What follows belongs to an exercise in optimizing a design on an open flow for small area; a production flow would make more cautious choices.
At most, simulation tests tie the RTL to the original design; equivalence was not proved.
Power and IR drop assume default switching activity.

== JK ==
==> flow/design.v <==
`default_nettype none
package sampler_pkg;
    localparam int N_CH            = 16;   
    localparam int WINDOW          = 64;   
    localparam int SYNC_STAGES_DEF = 2;    
    typedef logic [N_CH-1:0] ch_bits_t;
    typedef logic [WINDOW-1:0] window_t;
    typedef window_t [N_CH-1:0] frame_t;
    typedef struct packed {
        logic   ready;   
        frame_t frame;   
    } capture_t;
endpackage
`default_nettype wire
`timescale 1ns/10ps
`default_nettype none
module pulse_sync (
    input  logic clk_500,
    input  logic rst,
    input  logic pulse_n,   
    output logic det_n      
);
    logic s0_q;    
    logic s1_q;    
    logic s2_q;    
    logic s3_q;    
    logic s4_nq;   
    always_ff @(posedge clk_500) begin
        s0_q  <= ~(rst | pulse_n);
        s1_q  <= s0_q;
        s2_q  <= s1_q;
        s3_q  <= s2_q;
        s4_nq <= ~s3_q;
    end
    assign det_n = ~(s3_q & s4_nq);
endmodule
`default_nettype wire
`timescale 1ns/10ps
`default_nettype none
module window_shifter (
    input  logic                  clk_500,
    input  logic                  rst,
    input  sampler_pkg::ch_bits_t det_n,    
    output logic [sampler_pkg::N_CH*sampler_pkg::WINDOW-1:0] window_n,   
    output logic [7:1]            lo_q,     
    output logic [9:1]            hi_q      
);
    localparam int W = sampler_pkg::WINDOW;
    logic [sampler_pkg::N_CH*W-1:0] hist_nq;   
    always_ff @(posedge clk_500) begin
        for (int c = 0; c < sampler_pkg::N_CH; c++) begin
            hist_nq[c*W +: W] <= {det_n[c], hist_nq[c*W+1 +: W-1]};
        end
    end
    assign window_n = hist_nq;
    always_ff @(posedge clk_500) begin
        if (rst) begin
            lo_q <= '0;
            hi_q <= '0;
        end else begin
            lo_q <= lo_q[7] ? 7'd0 : {lo_q[6:1], 1'b1};
            hi_q <= hi_q | ({hi_q[8:1], 1'b1} & {9{lo_q[7]}});
        end
    end
endmodule
`default_nettype wire
`timescale 1ns/10ps
`default_nettype none
module event_capture (
    input  logic                  clk_500,
    input  logic                  rst,
    input  logic [7:1]            lo_q,          
    input  logic [9:1]            hi_q,
    input  logic                  trig,          
    input  logic                  event_saved,   
    output logic                  ready,         
    output logic [sampler_pkg::WINDOW-1:0] take_n   
);
    localparam int W = sampler_pkg::WINDOW;
    logic       reading_q;   
    logic       waiting_q;   
    logic [9:0] ready_q;     
    logic [9:1] hi_d;        
    assign hi_d = hi_q | ({hi_q[8:1], 1'b1} & {9{lo_q[7]}});
    always_ff @(posedge clk_500) begin
        if (rst) begin
            reading_q <= 1'b0;
            waiting_q <= 1'b0;
            ready_q   <= '0;
        end else begin
            reading_q <= trig & ~reading_q & ~waiting_q;
            waiting_q <= reading_q | (waiting_q & ~event_saved);
            ready_q   <= {hi_d, 1'b1} & {10{reading_q}};
        end
    end
    logic [10:0] hi_r;   
    logic [7:0] lo_ge;   
    assign hi_r  = {1'b0, ready_q};
    assign lo_ge = {lo_q, 1'b1};
    for (genvar b = 0; b < W; b++) begin : g_take
        localparam int K = W + 4 - b;   
        assign take_n[b] = ~(hi_r[K/8+1] | (hi_r[K/8] & lo_ge[K%8]));
    end
    assign ready = ready_q[0];
endmodule
`default_nettype wire
`timescale 1ns/10ps
`default_nettype none
module sampler_top (
    input  logic                  clk_500,
    input  logic                  rst,
    input  sampler_pkg::ch_bits_t ch_n,          
    input  logic                  trig,          
    input  logic                  event_saved,   
    output sampler_pkg::capture_t evt            
);
    sampler_pkg::ch_bits_t det_n;   
    logic [sampler_pkg::N_CH*sampler_pkg::WINDOW-1:0] window_n;   
    logic [7:1] lo_q;               
    logic [9:1] hi_q;               
    logic       ready;              
    logic [sampler_pkg::WINDOW-1:0] take_n;   
    for (genvar c = 0; c < sampler_pkg::N_CH; c++) begin : g_sync
        pulse_sync i_pulse_sync (
            .clk_500 (clk_500),
            .rst     (rst),
            .pulse_n (ch_n[c]),
            .det_n   (det_n[c])
        );
    end
    window_shifter i_window_shifter (
        .clk_500  (clk_500),
        .rst      (rst),
        .det_n    (det_n),
        .window_n (window_n),
        .lo_q     (lo_q),
        .hi_q     (hi_q)
    );
    event_capture i_event_capture (
        .clk_500     (clk_500),
        .rst         (rst),
        .lo_q        (lo_q),
        .hi_q        (hi_q),
        .trig        (trig),
        .event_saved (event_saved),
        .ready       (ready),
        .take_n      (take_n)
    );
    logic [sampler_pkg::N_CH*sampler_pkg::WINDOW-1:0] frame;
    for (genvar i = 0; i < sampler_pkg::N_CH*sampler_pkg::WINDOW; i++) begin : g_out
        evt_gate i_evt_gate (
            .win_n  (window_n[i]),
            .take_n (take_n[i % sampler_pkg::WINDOW]),
            .evt    (frame[i])
        );
    end
    assign evt = {ready, frame};
endmodule
`default_nettype wire
`default_nettype none
module evt_gate (
    input  logic win_n,    
    input  logic take_n,   
    output logic evt       
);
    assign evt = ~(win_n | take_n);
endmodule
`default_nettype wire
export LEC_CHECK = 0
export ABC_AREA = 1
export ABC_CLOCK_PERIOD_IN_PS = 100000
export CAP_MARGIN = 20
export CORE_AREA = 2 2 214 214
export DIE_AREA = 0 0 216 216
export GPL_TIMING_DRIVEN = 0
export SETUP_SLACK_MARGIN = 0.05
export SLEW_MARGIN = 20
export SYNTH_HIERARCHICAL = 1
create_clock -name core_clock -period 3.0 [get_ports {clk_500}]
standard.sh (not shown) runs the stock make flow with config.mk's settings and CLKGATE_MAP_FILE= SYNTH_SCRIPT=/design/flow/synth_recipe.tcl, a recipe that flattens the netlist after the stock synthesis.
==> flow/flow/run.sh <==
#!/bin/bash
# Standard ORFS layout with two changes: the port buffers are the smallest
# buffer (buf_1) instead of the delay buffer buffer_ports picks by default,
# and CTS inserts no dummy loads. Each ORFS step logs to orfs/logs/; make's
# own output goes to standard.log.
set -uo pipefail
export BUFFER_PORTS_ARGS="-buffer_cell sky130_fd_sc_hd__buf_1"
export PLACE_PINS_ARGS="-min_distance 1 -min_distance_in_tracks"
export CTS_ARGS="-sink_clustering_enable -repair_clock_nets -dont_use_dummy_load -buf_list {sky130_fd_sc_hd__clkbuf_8} -sink_clustering_size 20 -sink_clustering_max_diameter 45"
bash standard.sh > standard.log 2>&1
What the final checks of JK revealed, after a flow that finished every stage, was a layout that fails on setup timing.
Here is what was changed in the inputs of MS compared with JK.
- removing GPL_TIMING_DRIVEN (formerly 0)
- removing SETUP_SLACK_MARGIN (formerly 0.05)
==> flow/flow/run.sh <==
#!/bin/bash
# Standard ORFS layout (standard.sh, unchanged synthesis) with three changes:
#  - the port buffers are the smallest buffer (buf_1) instead of the delay
#    buffer buffer_ports picks by default;
#  - pins may sit one routing track apart, so a small square die fits all
#    1045 ports;
#  - CTS uses clkbuf_8 with larger sink clusters and inserts no dummy loads.
# Each ORFS step logs to orfs/logs/; make's own output goes to standard.log.
set -uo pipefail
export BUFFER_PORTS_ARGS="-buffer_cell sky130_fd_sc_hd__buf_1"
export PLACE_PINS_ARGS="-min_distance 1 -min_distance_in_tracks"
export CTS_ARGS="-sink_clustering_enable -repair_clock_nets -dont_use_dummy_load -buf_list {sky130_fd_sc_hd__clkbuf_8} -sink_clustering_size 20 -sink_clustering_max_diameter 45"
bash standard.sh > standard.log 2>&1
### Flow results
Setup slack after layout on MS is up relative to JK.
Lower share of final-layout standard cells stronger than drive strength 1 was reported by MS, not JK.
Between JK and MS, the cell area after layout is lower for MS.
MS vs JK, slew at the pin with the worst max-slew slack went down by 0.13 ns.
MS went all the way through synthesis, placement and routing and the layout is clean on timing, DRC and antenna.
Here is what was changed in the inputs of AL compared with MS.
- putting SETUP_SLACK_MARGIN at 0.05 where nothing was set
diff --git a/flow/flow/run.sh b/flow/flow/run.sh
--- a/flow/flow/run.sh
+++ b/flow/flow/run.sh
@@ -11,3 +11,3 @@
 export PLACE_PINS_ARGS="-min_distance 1 -min_distance_in_tracks"
-export CTS_ARGS="-sink_clustering_enable -repair_clock_nets -dont_use_dummy_load -buf_list {sky130_fd_sc_hd__clkbuf_8} -sink_clustering_size 20 -sink_clustering_max_diameter 45"
+export CTS_ARGS="-sink_clustering_enable -repair_clock_nets -dont_use_dummy_load -buf_list {sky130_fd_sc_hd__clkbuf_8} -sink_clustering_size 21 -sink_clustering_max_diameter 48"
 bash standard.sh > standard.log 2>&1
==> run notes <==
AL: full flow OK, the timing, DRC and antenna checks passed
AL vs MS, first element of the critical path: i_event_capture.ready_q[4] vs i_window_shifter.lo_q[4]
Worst hold slack in AL is 0.0030 ns above MS.
Diff MS -> AL: post-route worst setup slack held steady, number of filler cells placed in the layout grew by 23.
AL vs MS, net switching share of the total power went down by 0.22 points.
Setup changes, AL to TR
- changing CORE_AREA from 2 2 214 214 to 2 2 210 210
- changing DIE_AREA from 0 0 216 216 to 0 0 212 212
diff --git a/flow/flow/run.sh b/flow/flow/run.sh
--- a/flow/flow/run.sh
+++ b/flow/flow/run.sh
@@ -11,3 +11,3 @@
 export PLACE_PINS_ARGS="-min_distance 1 -min_distance_in_tracks"
-export CTS_ARGS="-sink_clustering_enable -repair_clock_nets -dont_use_dummy_load -buf_list {sky130_fd_sc_hd__clkbuf_8} -sink_clustering_size 21 -sink_clustering_max_diameter 48"
+export CTS_ARGS="-sink_clustering_enable -repair_clock_nets -dont_use_dummy_load -buf_list {sky130_fd_sc_hd__clkbuf_8} -sink_clustering_size 20 -sink_clustering_max_diameter 45"
 bash standard.sh > standard.log 2>&1
Notes after the runs:
In TR relative to AL, row count had gone down slightly.
Diff AL..TR | sequential area share after synthesis | unchanged
TR is listed as incomplete: the tool reported an error in global routing (5_1_grt) and the run ended there.
Number of buffers added by the clock tree synthesis step was lower in the run labelled AL.
Diff AL -> TR: synthesized area essentially unchanged; placed wire-length estimate after detailed placement shrank by 1.9%; post-CTS resize count saw a decrease.

## job 101
RTL: the design.v shown in full above, as it stands there.
export LEC_CHECK = 0
export ABC_AREA = 1
export ABC_CLOCK_PERIOD_IN_PS = 100000
export CAP_MARGIN = 20
export CORE_AREA = 2 2 214 214
export DIE_AREA = 0 0 216 216
export SETUP_SLACK_MARGIN = 0.05
export SLEW_MARGIN = 20
export SYNTH_HIERARCHICAL = 1
create_clock -name core_clock -period 3.0 [get_ports {clk_500}]
==> flow/flow/run.sh <==
#!/bin/bash
# Standard ORFS layout with two changes: the port buffers are the smallest
# buffer (buf_1) instead of the delay buffer buffer_ports picks by default,
# and CTS inserts no dummy loads. Each ORFS step logs to orfs/logs/; make's
# own output goes to standard.log.
set -uo pipefail
export BUFFER_PORTS_ARGS="-buffer_cell sky130_fd_sc_hd__buf_1"
export PLACE_PINS_ARGS="-min_distance 1 -min_distance_in_tracks"
export CTS_ARGS="-sink_clustering_enable -repair_clock_nets -dont_use_dummy_load -buf_list {sky130_fd_sc_hd__clkbuf_8} -sink_clustering_size 20 -sink_clustering_max_diameter 45"
bash standard.sh > standard.log 2>&1
Job 101: no failed stages, no open violations at the end
Relative to job 101, the following input files were edited for job 102:
==> flow/flow/run.sh <==
#!/bin/bash
# Standard ORFS layout (standard.sh, unchanged synthesis) with three changes:
#  - the port buffers are the smallest buffer (buf_1) instead of the delay
#    buffer buffer_ports picks by default;
#  - pins may sit one routing track apart, so a small square die fits all
#    1045 ports;
#  - CTS uses clkbuf_8 with larger sink clusters and inserts no dummy loads.
# Each ORFS step logs to orfs/logs/; make's own output goes to standard.log.
set -uo pipefail
export BUFFER_PORTS_ARGS="-buffer_cell sky130_fd_sc_hd__buf_1"
export PLACE_PINS_ARGS="-min_distance 1 -min_distance_in_tracks"
export CTS_ARGS="-sink_clustering_enable -repair_clock_nets -dont_use_dummy_load -buf_list {sky130_fd_sc_hd__clkbuf_4} -sink_clustering_size 11 -sink_clustering_max_diameter 30"
bash standard.sh > standard.log 2>&1
## What came out
Global-route wire length before repair: job 102 higher than job 101. Of job 102 and job 101, job 102 shows the higher non-clock buffer count, with job 101 below it. Although job 102 finished all stages, its layout failed final checks on negative setup slack. Job 102 has power per cell area below what job 101 had. i_event_capture.ready_q[3]$_SDFF_PP0_ as the worst setup path startpoint was reported by job 102, and i_window_shifter.lo_q[4]$_SDFF_PP0_ by job 101. Clock latency on the worst-skew pair: job 102 vs job 101 up 0.23 ns. Job 102 against job 101; via count is up by a few percent.
Modified inputs, job 103 compared to job 102
Settings: changing CAP_MARGIN from 20 to 0; changing SLEW_MARGIN from 20 to 0.
diff --git a/flow/flow/run.sh b/flow/flow/run.sh
--- a/flow/flow/run.sh
+++ b/flow/flow/run.sh
@@ -10,4 +10,4 @@
 export BUFFER_PORTS_ARGS="-buffer_cell sky130_fd_sc_hd__buf_1"
 export PLACE_PINS_ARGS="-min_distance 1 -min_distance_in_tracks"
-export CTS_ARGS="-sink_clustering_enable -repair_clock_nets -dont_use_dummy_load -buf_list {sky130_fd_sc_hd__clkbuf_4} -sink_clustering_size 11 -sink_clustering_max_diameter 30"
+export CTS_ARGS="-sink_clustering_enable -repair_clock_nets -dont_use_dummy_load -buf_list {sky130_fd_sc_hd__clkbuf_8} -sink_clustering_size 20 -sink_clustering_max_diameter 45"
 bash standard.sh > standard.log 2>&1
Findings:
Against job 102, job 103 comes in about 2.4% lower on final cell count. Going from job 102 to job 103, non-clock buffer count shrank by 36, utilization down 1.3 points, area share of buffers outside the clock network down 1.1 points. As far as count of multi-input combinational gates is concerned, job 102 and job 103 perform about the same. Job 102 reports its cell with the largest stage delay on the worst path as dfxtp_4 while job 103 reports dfxtp_1. Every stage of job 102 finished as expected; the final checks, on the other hand, flagged negative setup slack, which means the layout fails. Job 103 was carried through to the last stage, and its layout satisfied the timing, DRC and antenna checks.
[inputs] job 104 vs job 103
Settings: a change of SLEW_MARGIN from 0 to 20; a change of CAP_MARGIN from 0 to 20.
## What came out
Job 103 and job 104 ended up with roughly the same share of the clock period used by the worst path after layout. Job 104 vs. job 103: sequential cell area essentially unchanged, hold slack neither gained nor lost much, proportion of synthesized chip area in sequential cells essentially unchanged, part of the total power dissipated in combinational logic comparable. Job 104: flow completed, timing, DRC and antenna clean.

Another version of the RTL of sampler_top (not shown whole).
Size: roughly 2500 cells after synthesis, about 1100 flip-flops, about 1000 I/O pins, ~0.028 mm² of cells after synthesis.
==> flow/config.mk <==
export PLATFORM = sky130hd
export DESIGN_NAME = sampler_top
export DESIGN_NICKNAME = sampler_top
export VERILOG_FILES = /design/flow/design.v
export SDC_FILE = /design/flow/constraint.sdc
export NUM_CORES = 4
export LEC_CHECK = 0
export CAP_MARGIN = 20
export CORE_AREA = 2 2 658 88
export DIE_AREA = 0 0 660 90
export SLEW_MARGIN = 20
==> flow/constraint.sdc <==
create_clock -name core_clock -period 3.0 [get_ports {clk_500}]
set_input_delay 0.6000 -clock core_clock [delete_from_list [all_inputs] [get_ports {clk_500}]]
set_output_delay 0.6000 -clock core_clock [all_outputs]
set_load 0.01 [all_outputs]
run.sh (not shown) runs the stock make flow with config.mk's settings and CLKGATE_MAP_FILE= SYNTH_SCRIPT=/design/flow/synth_recipe.tcl, a recipe that flattens the netlist after the stock synthesis.
Stock flow here: none of the scripts above is used.
The starting point finished with negative setup slack left.
Next try:
- CORE_AREA: 2 2 658 88 -> default
- CORE_MARGIN: default -> 2
- CORE_UTILIZATION: default -> 40
- DIE_AREA: 0 0 660 90 -> default
Outcome: The changed run did not get past I/O pin placement, error PPL-0024. Synthesized area stays the same. Synthesized cell count stays the same.

Another version of the RTL of sampler_top (not shown whole).
Size: roughly 2600 cells after synthesis, roughly 1100 flip-flops, about 1000 I/O pins, ~30000 µm² of cells after synthesis.
// sampler_top
module sampler_top (
    input  logic                  clk_500,
    input  logic                  rst,
    input  sampler_pkg::ch_bits_t ch_n,          
    input  logic                  trig,          
    input  logic                  event_saved,   
    output sampler_pkg::capture_t evt            
);
==> flow/config.mk <==
export PLATFORM = sky130hd
export DESIGN_NAME = sampler_top
export DESIGN_NICKNAME = sampler_top
export VERILOG_FILES = /design/flow/design.v
export SDC_FILE = /design/flow/constraint.sdc
export NUM_CORES = 4
export LEC_CHECK = 0
export ABC_AREA = 1
export CAP_MARGIN = 20
export CORE_AREA = 2 2 214 214
export DIE_AREA = 0 0 216 216
export SETUP_SLACK_MARGIN = 0.05
export SLEW_MARGIN = 20
export SYNTH_HIERARCHICAL = 1
==> flow/constraint.sdc <==
create_clock -name core_clock -period 3.0 [get_ports {clk_500}]
set_input_delay 0.6000 -clock core_clock [delete_from_list [all_inputs] [get_ports {clk_500}]]
set_output_delay 0.6000 -clock core_clock [all_outputs]
set_load 0.01 [all_outputs]
standard.sh (not shown) runs the stock make flow with config.mk's settings and CLKGATE_MAP_FILE= SYNTH_SCRIPT=/design/flow/synth_recipe.tcl, a recipe that flattens the netlist after the stock synthesis.
==> flow/flow/run.sh <==
#!/bin/bash
# Standard ORFS layout with two changes: the port buffers are the smallest
# buffer (buf_1) instead of the delay buffer buffer_ports picks by default,
# and CTS inserts no dummy loads. Each ORFS step logs to orfs/logs/; make's
# own output goes to standard.log.
set -uo pipefail
export BUFFER_PORTS_ARGS="-buffer_cell sky130_fd_sc_hd__buf_1"
export PLACE_PINS_ARGS="-min_distance 1 -min_distance_in_tracks"
export CTS_ARGS="-sink_clustering_enable -repair_clock_nets -dont_use_dummy_load -buf_list {sky130_fd_sc_hd__clkbuf_8} -sink_clustering_size 18 -sink_clustering_max_diameter 40"
bash standard.sh > standard.log 2>&1
The starting point went through all stages and came out clean.
Change:
--- a/flow/flow/run.sh
+++ b/flow/flow/run.sh
@@ -7,4 +7,4 @@
 export BUFFER_PORTS_ARGS="-buffer_cell sky130_fd_sc_hd__buf_1"
 export PLACE_PINS_ARGS="-min_distance 1 -min_distance_in_tracks"
-export CTS_ARGS="-sink_clustering_enable -repair_clock_nets -dont_use_dummy_load -buf_list {sky130_fd_sc_hd__clkbuf_8} -sink_clustering_size 18 -sink_clustering_max_diameter 40"
+export CTS_ARGS="-sink_clustering_enable -repair_clock_nets -dont_use_dummy_load -buf_list {sky130_fd_sc_hd__clkbuf_16} -sink_clustering_size 32 -sink_clustering_max_diameter 50"
 bash standard.sh > standard.log 2>&1
After rerunning: Area after synthesis stays the same; worst hold slack improved by 0.010 ns; first-iteration DRC count fell by 0.90%; maximum frequency goes up by 1.0%; sequential cell count is unchanged; clock skew drops by 0.019 ns; worst setup slack is better by 0.028 ns; register-to-register slack improved by 0.04 ns; non-clock buffer count drops by 1; die area stays the same; final area barely changes.
Change:
--- a/flow/flow/run.sh
+++ b/flow/flow/run.sh
@@ -7,4 +7,4 @@
 export BUFFER_PORTS_ARGS="-buffer_cell sky130_fd_sc_hd__buf_1"
 export PLACE_PINS_ARGS="-min_distance 1 -min_distance_in_tracks"
-export CTS_ARGS="-sink_clustering_enable -repair_clock_nets -dont_use_dummy_load -buf_list {sky130_fd_sc_hd__clkbuf_16} -sink_clustering_size 32 -sink_clustering_max_diameter 50"
+export CTS_ARGS="-sink_clustering_enable -repair_clock_nets -dont_use_dummy_load -buf_list {sky130_fd_sc_hd__clkbuf_8} -sink_clustering_size 20 -sink_clustering_max_diameter 45"
 bash standard.sh > standard.log 2>&1
- ABC_CLOCK_PERIOD_IN_PS: unset -> 100000
=> Flip-flop and latch count is unchanged. Cell area decreases slightly. Worst setup slack is worse by 0.059 ns. Hold slack is worse by 0.0076 ns. Non-clock buffer count is unchanged. Via count barely changes. Cell count increases slightly.
Change:
--- a/flow/flow/run.sh
+++ b/flow/flow/run.sh
@@ -7,4 +7,4 @@
 export BUFFER_PORTS_ARGS="-buffer_cell sky130_fd_sc_hd__buf_1"
 export PLACE_PINS_ARGS="-min_distance 1 -min_distance_in_tracks"
-export CTS_ARGS="-sink_clustering_enable -repair_clock_nets -dont_use_dummy_load -buf_list {sky130_fd_sc_hd__clkbuf_8} -sink_clustering_size 20 -sink_clustering_max_diameter 45"
+export CTS_ARGS="-sink_clustering_enable -repair_clock_nets -dont_use_dummy_load -buf_list {sky130_fd_sc_hd__clkbuf_16} -sink_clustering_size 32 -sink_clustering_max_diameter 50"
 bash standard.sh > standard.log 2>&1
- ABC_CLOCK_PERIOD_IN_PS: 100000 -> unset
- CAP_MARGIN: 20 -> 10
- CORE_AREA: 2 2 214 214 -> 2 2 204 204
- DIE_AREA: 0 0 216 216 -> 0 0 206 206
- SLEW_MARGIN: 20 -> 10
=> The changed run did not get past global routing (5_1_grt). Synthesized area is unchanged. Synthesized cell count does not change.
Change:
--- a/flow/flow/run.sh
+++ b/flow/flow/run.sh
@@ -7,4 +7,4 @@
 export BUFFER_PORTS_ARGS="-buffer_cell sky130_fd_sc_hd__buf_1"
 export PLACE_PINS_ARGS="-min_distance 1 -min_distance_in_tracks"
-export CTS_ARGS="-sink_clustering_enable -repair_clock_nets -dont_use_dummy_load -buf_list {sky130_fd_sc_hd__clkbuf_16} -sink_clustering_size 32 -sink_clustering_max_diameter 50"
+export CTS_ARGS="-sink_clustering_enable -repair_clock_nets -dont_use_dummy_load -buf_list {sky130_fd_sc_hd__clkbuf_8}"
 bash standard.sh > standard.log 2>&1
- CAP_MARGIN: 10 -> 20
- CORE_AREA: 2 2 204 204 -> 2 2 214 214
- DIE_AREA: 0 0 206 206 -> 0 0 216 216
- SLEW_MARGIN: 10 -> 20
With this change the flow ran to the end with no violations.
Synthesized cell count stays the same.
Synthesized area does not change.
No functional check of the RTL was part of any run of this note.

what the ideal ports hide:
The flow's constraints put no driver on any port. The routed layouts listed below were extracted and timed again, unchanged, in two steps.
Step 1 (the two cells are an assumption about what drives the block):
set clk [get_ports {clk_500}]
set_driving_cell -lib_cell sky130_fd_sc_hd__clkbuf_16 $clk
set_driving_cell -lib_cell sky130_fd_sc_hd__buf_2 [delete_from_list [all_inputs] $clk]
Step 2 moves the port delays by t, midway between the first and last clock arrival at a register: inputs arrive t later, outputs are due t later. That takes back most of the time a late clock gives input paths.
Three values: ideal, step 1, step 2; two values: the first two.
| run | shift t [ns] | setup slack, ns | cell pins on the clock port's net |
|---|---|---|---|
| JK | 0.731 | -0.012 / -0.068 / 0.663 | 1 |
| MS | 0.746 | 0.152 / 0.092 / 0.839 | 1 |
| AL | 0.706 | 0.150 / 0.093 / 0.799 | 1 |
| job 101 | 0.742 | 0.152 / 0.093 / 0.835 | 1 |
| job 102 | 0.980 | -0.081 / -0.138 / 0.842 | 1 |
| job 103 | 0.742 | 0.152 / 0.093 / 0.835 | 1 |
| job 104 | 0.742 | 0.152 / 0.093 / 0.835 | 1 |
| the first run of note 3 | 0.703 | -0.402 / -0.477 / 0.226 | 1 |
| the first run of note 4 | 0.710 | 0.146 / 0.087 / 0.797 | 1 |
| the second run of note 4 | 0.697 | 0.174 / 0.111 / 0.808 | 1 |
| the third run of note 4 | 0.725 | 0.115 / 0.055 / 0.780 | 1 |
| the fifth run of note 4 | 0.838 | 0.145 / 0.085 / 0.922 | 1 |
